Background: an optimization exercise with open tools, aiming at small area, a short achievable clock period and few clock cycles. Do not read the settings as production practice.
In this exercise RTL edits were held to simulation tests only and were not proved equivalent to the original.

==> v6: inputs <==
// swept_box_collision_resolver
module swept_box_collision_resolver (
  input  logic               clk,
  input  logic               rst_n,
  input  logic               cfg_we,
  input  logic [1:0]         cfg_index,
  input  logic [30:0]        cfg_wdata,
  input  logic               in_valid,
  output logic               in_ready,
  input  logic               in_req_type,
  input  logic [5:0]         in_entry_index,
  input  logic signed [31:0] in_box_x,
  input  logic signed [31:0] in_box_y,
  input  logic [30:0]        in_box_width,
  input  logic [30:0]        in_box_height,
  input  logic               in_box_jumpthrough,
  input  logic signed [31:0] in_last_x,
  input  logic signed [31:0] in_last_y,
  input  logic signed [31:0] in_vel_x,
  input  logic signed [31:0] in_vel_y,
  output logic               out_valid,
  input  logic               out_ready,
  output logic signed [31:0] out_new_x,
  output logic signed [31:0] out_new_y,
  output logic signed [31:0] out_new_last_x,
  output logic signed [31:0] out_new_last_y,
  output logic signed [31:0] out_new_vel_x,
  output logic signed [31:0] out_new_vel_y,
  output logic [3:0]         out_contact_sides,
  output logic [5:0]         out_contact_index,
  output logic               out_any_contact,
  output logic               out_limit_reached
);
Settings: LEC_CHECK=0, CAP_MARGIN=30, CORE_MARGIN=2, CORE_UTILIZATION=35, SETUP_SLACK_MARGIN=5, SLEW_MARGIN=20, SYNTH_MEMORY_MAX_BITS=16384, TNS_END_PERCENT=100; clock period 12.0 ns.
run.sh (not shown) runs the stock make flow with config.mk's settings and CLKGATE_MAP_FILE= SYNTH_SCRIPT=/design/flow/synth_recipe.tcl, a recipe that flattens the netlist after the stock synthesis.
==> v21: changes against v6 <==
--- a/flow/design.v
+++ b/flow/design.v
@@ -70,22 +70,24 @@
   logic               t_j [N];
   logic               f_valid_r;
   logic               f_type_r;
   logic [3:0]         f_idx_r;
   logic signed [31:0] f_px_r, f_py_r, f_lx_r, f_ly_r, f_vx_r, f_vy_r;
   logic signed [33:0] f_kla_r, f_klb_r, f_kba_r, f_kbb_r;   
+  logic               f_dxp_r, f_dxn_r, f_dyp_r, f_dyn_r;   
   logic [3:0]  state_r;
   logic [5:0]  mul_sel_r;
   logic [5:0]  passes_r;
   logic        any_r, limit_r;
   logic [3:0]  csides_r, cidx_r;
   logic        out_valid_r;
   logic        cmp_pend_r;
   logic        chk_w_r;             
   logic signed [31:0] px_r, py_r, lx_r, ly_r, vx_r, vy_r;
   logic signed [33:0] w_kla_r, w_klb_r, w_kba_r, w_kbb_r;   
+  logic               w_dxp_r, w_dxn_r, w_dyp_r, w_dyn_r;   
   logic [16:0]        rem_r;
   logic [N-1:0] xm_r, ym_r, xr_r, yb_r, pick_r;
   logic [3:0]         ck_r;
   logic               cy_r, cxr_r, cyb_r;
   logic signed [31:0] c_l_r, c_b_r;
   logic signed [32:0] c_r_r, c_t_r;
@@ -146,30 +148,44 @@
   end
   logic signed [31:0] k_la_s, k_lb_s, k_ba_s, k_bb_s;
   assign k_la_s = k_la[31:0];
   assign k_lb_s = k_lb[31:0];
   assign k_ba_s = k_ba[31:0];
   assign k_bb_s = k_bb[31:0];
+  logic               c_dxp, c_dxn, c_dyp, c_dyn;
+  logic signed [32:0] b3x, b3y;
+  logic               hi3x, lo3x, hi3y, lo3y;
+  always_comb begin
+    c_dxp = chk_w_r ? w_dxp_r : f_dxp_r;
+    c_dxn = chk_w_r ? w_dxn_r : f_dxn_r;
+    c_dyp = chk_w_r ? w_dyp_r : f_dyp_r;
+    c_dyn = chk_w_r ? w_dyn_r : f_dyn_r;
+    b3x   = c_dxp ? 33'(k_lb_s) : ~(33'(c_px));
+    b3y   = c_dyp ? 33'(k_bb_s) : ~(33'(c_py));
+    hi3x  = c_dxp && lb_hi;  lo3x = c_dxp && lb_lo;
+    hi3y  = c_dyp && bb_hi;  lo3y = c_dyp && bb_lo;
+  end
   logic [N-1:0] f_xc, f_yc, f_xr, f_yb;
   always_comb begin
     for (int k = 0; k < N; k++) begin
-      logic a1, a2, b1, b2, c1, c2, d1, d2, xr, xl, yb, yt, ovx, ovy;
-      a1 = la_hi || (!la_lo && (t_l[k] < k_la_s));
-      a2 = lb_hi || (!lb_lo && (t_l[k] < k_lb_s));
-      b1 = 33'(c_lx) < t_r[k];
-      b2 = 33'(c_px) < t_r[k];
-      c1 = ba_hi || (!ba_lo && (t_b[k] < k_ba_s));
-      c2 = bb_hi || (!bb_lo && (t_b[k] < k_bb_s));
-      d1 = 33'(c_ly) < t_t[k];
-      d2 = 33'(c_py) < t_t[k];
-      xr  = !a1 && a2;
-      xl  = !b1 && b2;
-      yb  = !c1 && c2;
-      yt  = !d1 && d2;
-      ovx = (b1 || b2) && (a1 || a2);
-      ovy = (d1 || d2) && (c1 || c2);
+      logic a1, b1, c1, d1, e3x, e3y, xr, xl, yb, yt, ovx, ovy;
+      logic signed [32:0] a3x, a3y;
+      a1  = la_hi || (!la_lo && (t_l[k] < k_la_s));
+      b1  = 33'(c_lx) < t_r[k];
+      c1  = ba_hi || (!ba_lo && (t_b[k] < k_ba_s));
+      d1  = 33'(c_ly) < t_t[k];
+      a3x = c_dxp ? 33'(t_l[k]) : ~t_r[k];
+      a3y = c_dyp ? 33'(t_b[k]) : ~t_t[k];
+      e3x = hi3x || (!lo3x && (a3x < b3x));
+      e3y = hi3y || (!lo3y && (a3y < b3y));
+      xr  = c_dxp && !a1 && e3x;
+      xl  = c_dxn && !b1 && e3x;
+      yb  = c_dyp && !c1 && e3y;
+      yt  = c_dyn && !d1 && e3y;
+      ovx = c_dxp ? (b1 && e3x) : c_dxn ? (a1 && e3x) : (a1 && b1);
+      ovy = c_dyp ? (d1 && e3y) : c_dyn ? (c1 && e3y) : (c1 && d1);
       f_xc[k] = vmask_r[k] && ovy && (xr || xl);
       f_yc[k] = vmask_r[k] && ovx && (yb || (yt && !t_j[k]));
       f_xr[k] = xr;
       f_yb[k] = yb;
     end
   end
@@ -324,13 +340,13 @@
     rem_new = rfull_r ? bomt_r : prod_r[32:16];
     u_lim   = passes_r > 6'd32;
     u_go    = !u_lim && (rem_new > 17'd1);
   end
   logic sel_idle, w_end, fin, out_free, take, accept;
   assign out_free = !out_valid_r || out_ready;
-  assign sel_idle = (state_r == S_SEL) && (pend == '0) && !hit_r && !cmp_pend_r;
+  assign sel_idle = (state_r == S_SEL) && (pend == '0) && !hit_r && !(cmp_pend_r && cv_r);
   assign w_end    = sel_idle || state_r == S_LOAD || state_r == S_DONE ||
                     (state_r == S_U5 && !u_go);
   assign fin      = w_end && out_free;
   logic take_ok;
   assign take_ok  = state_r == S_IDLE ||
                     ((sel_idle || state_r == S_LOAD || state_r == S_DONE) && out_free);
@@ -381,12 +397,16 @@
       f_vx_r   <= in_req_type ? in_vel_x : {31'b0, in_box_jumpthrough};
       f_vy_r   <= in_vel_y;
       f_kla_r  <= 34'(in_last_x) + 34'(pwm1_r);
       f_klb_r  <= 34'(in_box_x) + 34'(pwm1_r);
       f_kba_r  <= 34'(in_last_y) + 34'(phm1_r);
       f_kbb_r  <= 34'(in_box_y) + 34'(phm1_r);
+      f_dxp_r  <= in_box_x > in_last_x;
+      f_dxn_r  <= in_box_x < in_last_x;
+      f_dyp_r  <= in_box_y > in_last_y;
+      f_dyn_r  <= in_box_y < in_last_y;
     end
   end
   logic tab_we;
   assign tab_we = f_valid_r && !f_type_r &&
                   (state_r == S_IDLE || sel_idle || state_r == S_LOAD || state_r == S_DONE ||
                    !rst_n);
@@ -411,13 +431,13 @@
       case (state_r)
         S_IDLE: ;
         S_SEL: begin
           if (pend != '0)           state_n = S_DIV;
           else if (fast_hit)        state_n = S_U1;
           else if (hit_r || better) state_n = S_U0;
-          else if (cmp_pend_r)      state_n = S_SEL;
+          else if (cmp_pend_r && cv_r) state_n = S_SEL;
           else                      state_n = out_free ? S_IDLE : S_DONE;
         end
         S_DPREP: state_n = S_DIV;
         S_DIV:   if (dfirst_r ? (qzero || qone) : (dcnt_r == 2'd3)) state_n = S_MUL1;
         S_MUL1:  state_n = S_MUL2;
         S_MUL2:  state_n = S_P2;
@@ -473,12 +493,16 @@
       vx_r     <= f_type_r ? f_vx_r : '0;
       vy_r     <= f_type_r ? f_vy_r : '0;
       w_kla_r  <= f_kla_r;
       w_klb_r  <= f_klb_r;
       w_kba_r  <= f_kba_r;
       w_kbb_r  <= f_kbb_r;
+      w_dxp_r  <= f_dxp_r;
+      w_dxn_r  <= f_dxn_r;
+      w_dyp_r  <= f_dyp_r;
+      w_dyn_r  <= f_dyn_r;
       rem_r    <= Q_ONE;
       rfull_r  <= 1'b1;
       passes_r <= '0;
       any_r    <= 1'b0;
       limit_r  <= 1'b0;
       csides_r <= '0;
@@ -516,21 +540,29 @@
               lx_r    <= bpo_r;
               px_r    <= po_r;
               w_kba_r <= kpa_new;
               w_kbb_r <= kpa_new;
               w_kla_r <= kbo_r;
               w_klb_r <= 34'(po_r) + 34'(pwm1_r);
+              w_dyp_r <= 1'b0;
+              w_dyn_r <= 1'b0;
+              w_dxp_r <= po_r > bpo_r;
+              w_dxn_r <= po_r < bpo_r;
             end else begin
               px_r    <= pa_new[31:0];
               lx_r    <= pa_new[31:0];
               ly_r    <= bpo_r;
               py_r    <= po_r;
               w_kla_r <= kpa_new;
               w_klb_r <= kpa_new;
               w_kba_r <= kbo_r;
               w_kbb_r <= 34'(po_r) + 34'(phm1_r);
+              w_dxp_r <= 1'b0;
+              w_dxn_r <= 1'b0;
+              w_dyp_r <= po_r > bpo_r;
+              w_dyn_r <= po_r < bpo_r;
             end
           end
           passes_r <= passes_r + 6'd1;
         end
         S_U4: begin
           po_r <= po_new;
@@ -550,14 +582,25 @@
             w_kla_r <= kpa_r;
             w_klb_r <= kpa_r;
             w_kba_r <= kbo_r;
           end
         end
         S_U6: begin
-          if (baxis_r) w_klb_r <= 34'(po_r) + 34'(pwm1_r);
-          else         w_kbb_r <= 34'(po_r) + 34'(phm1_r);
+          if (baxis_r) begin
+            w_klb_r <= 34'(po_r) + 34'(pwm1_r);
+            w_dyp_r <= 1'b0;
+            w_dyn_r <= 1'b0;
+            w_dxp_r <= po_r > bpo_r;
+            w_dxn_r <= po_r < bpo_r;
+          end else begin
+            w_kbb_r <= 34'(po_r) + 34'(phm1_r);
+            w_dxp_r <= 1'b0;
+            w_dxn_r <= 1'b0;
+            w_dyp_r <= po_r > bpo_r;
+            w_dyn_r <= po_r < bpo_r;
+          end
         end
         S_U5: begin
           rem_r   <= rem_new;
           rfull_r <= 1'b0;
           if (u_lim) limit_r <= 1'b1;
         end
CORE_UTILIZATION = 30   (was 35)
PLACE_DENSITY = 0.45   (was default)
SETUP_SLACK_MARGIN = 4.5   (was 5)
SLEW_MARGIN = 40   (was 20)
TNS_END_PERCENT = default   (was 100)
==> summary of the runs <==
v21 finished clean. v6 reached the layout checks and failed them: max-slew violations.
Of v6 and v21, v21 has the higher count of clock-buffer cells in the layout (gap 5).
Between v21 and v6, the lower sequential share of layout area is in v6 (gap 0.18 points).
Of v21 and v6, v6 has the higher synthesized area (gap 1.7%, measured against v6).
In v21 the non-clock buffer count is higher than in v6, by 149.
Of v21 and v6, v21 has the higher global-route usage (gap 3.5 points).
Of v6 and v21, v6 has the higher worst setup slack (gap 270 ps).
==> figures <==
|  | v21 | v6 |
|---|---|---|
| Result of the run | timing/DRC/antenna clean | failed layout checks |
| Reasons for failing layout checks | - | max-slew violations |
| Per-cell routed wire length | 46.44 um | 39.53 um |
| Share of cells above drive strength 1 | 0.1208 | 0.1171 |
| GR Util met2 | 0.5716 | 0.4971 |
| End point of the worst hold path | o_idx_r[0] | bsides_r[1] |
| Yosys reg bits | 4142 | 4134 |
| Maximum number of pins on one net before global-route repair | 146 | 156 |
| Count of inverters other than clock inverters in the layout | 2741 | 2613 |
| Total number of vias | 305700 | 301100 |
| Relative area change from synthesis to final layout | 19.41% | 17.82% |
| Sequential cell area fraction in the yosys report | 0.3775 | 0.3703 |
| Number of sequential cells in the layout | 4142 | 4134 |
| Area inside the core boundary | 1.059 mm^2 | 0.9240 mm^2 |
| Worst setup path end | car_r[31] | car_r[33] |
| Proportion of cell area occupied by registers | 0.3162 | 0.3144 |
| Arrival time of data at the critical path endpoint | 8710 ps | 8360 ps |
| Design area | 0.3808 mm^2 | 0.3823 mm^2 |
| Xor and xnor fraction of the mapped netlist area | 0.02739 | 0.02821 |
| Final Instance Count excl. Fillers | 49100 | 46480 |
| Post-synthesis area per instance | 9.802 um^2 | 10.24 um^2 |
| Count of cell types in the netlist | 101 | 110 |
Testbench counts of v6, summed over its fixed seeds: cycles 7,056.
Testbench counts of v21, summed over its fixed seeds: cycles 7,006.

afterwards: timing with drivers on the ports:
No port has a modelled driver above. Below, the same layouts with a new extraction and two added sets of constraints. Step 1 assumes that a clkbuf_16 drives the clock port and a buf_2 every other input. Step 2 adds t to the input delays and takes it off the output delays; t is the mean of the earliest and latest rising clock arrival at the registers after step 1. Input paths then give back, and output paths get back, about the clock's delay inside the block. Slacks: ideal / step 1 / step 2; pairs: ideal / step 1.
| run | shift t [ns] | setup slack, ns | hold slack, ns | clock arrival spread, ns |
|---|---|---|---|---|
| v6 | 1.222 | 4.420 / 4.420 / 3.773 | 0.418 / 0.418 / 0.418 | 0.165 / 0.165 |
| v21 | 1.336 | 4.154 / 4.154 / 3.870 | 0.423 / 0.423 / 0.423 | 0.135 / 0.135 |
For v6, which loses most, drivers alone change the setup slack by 0.000 ns; drivers and shift together by -0.647 ns.
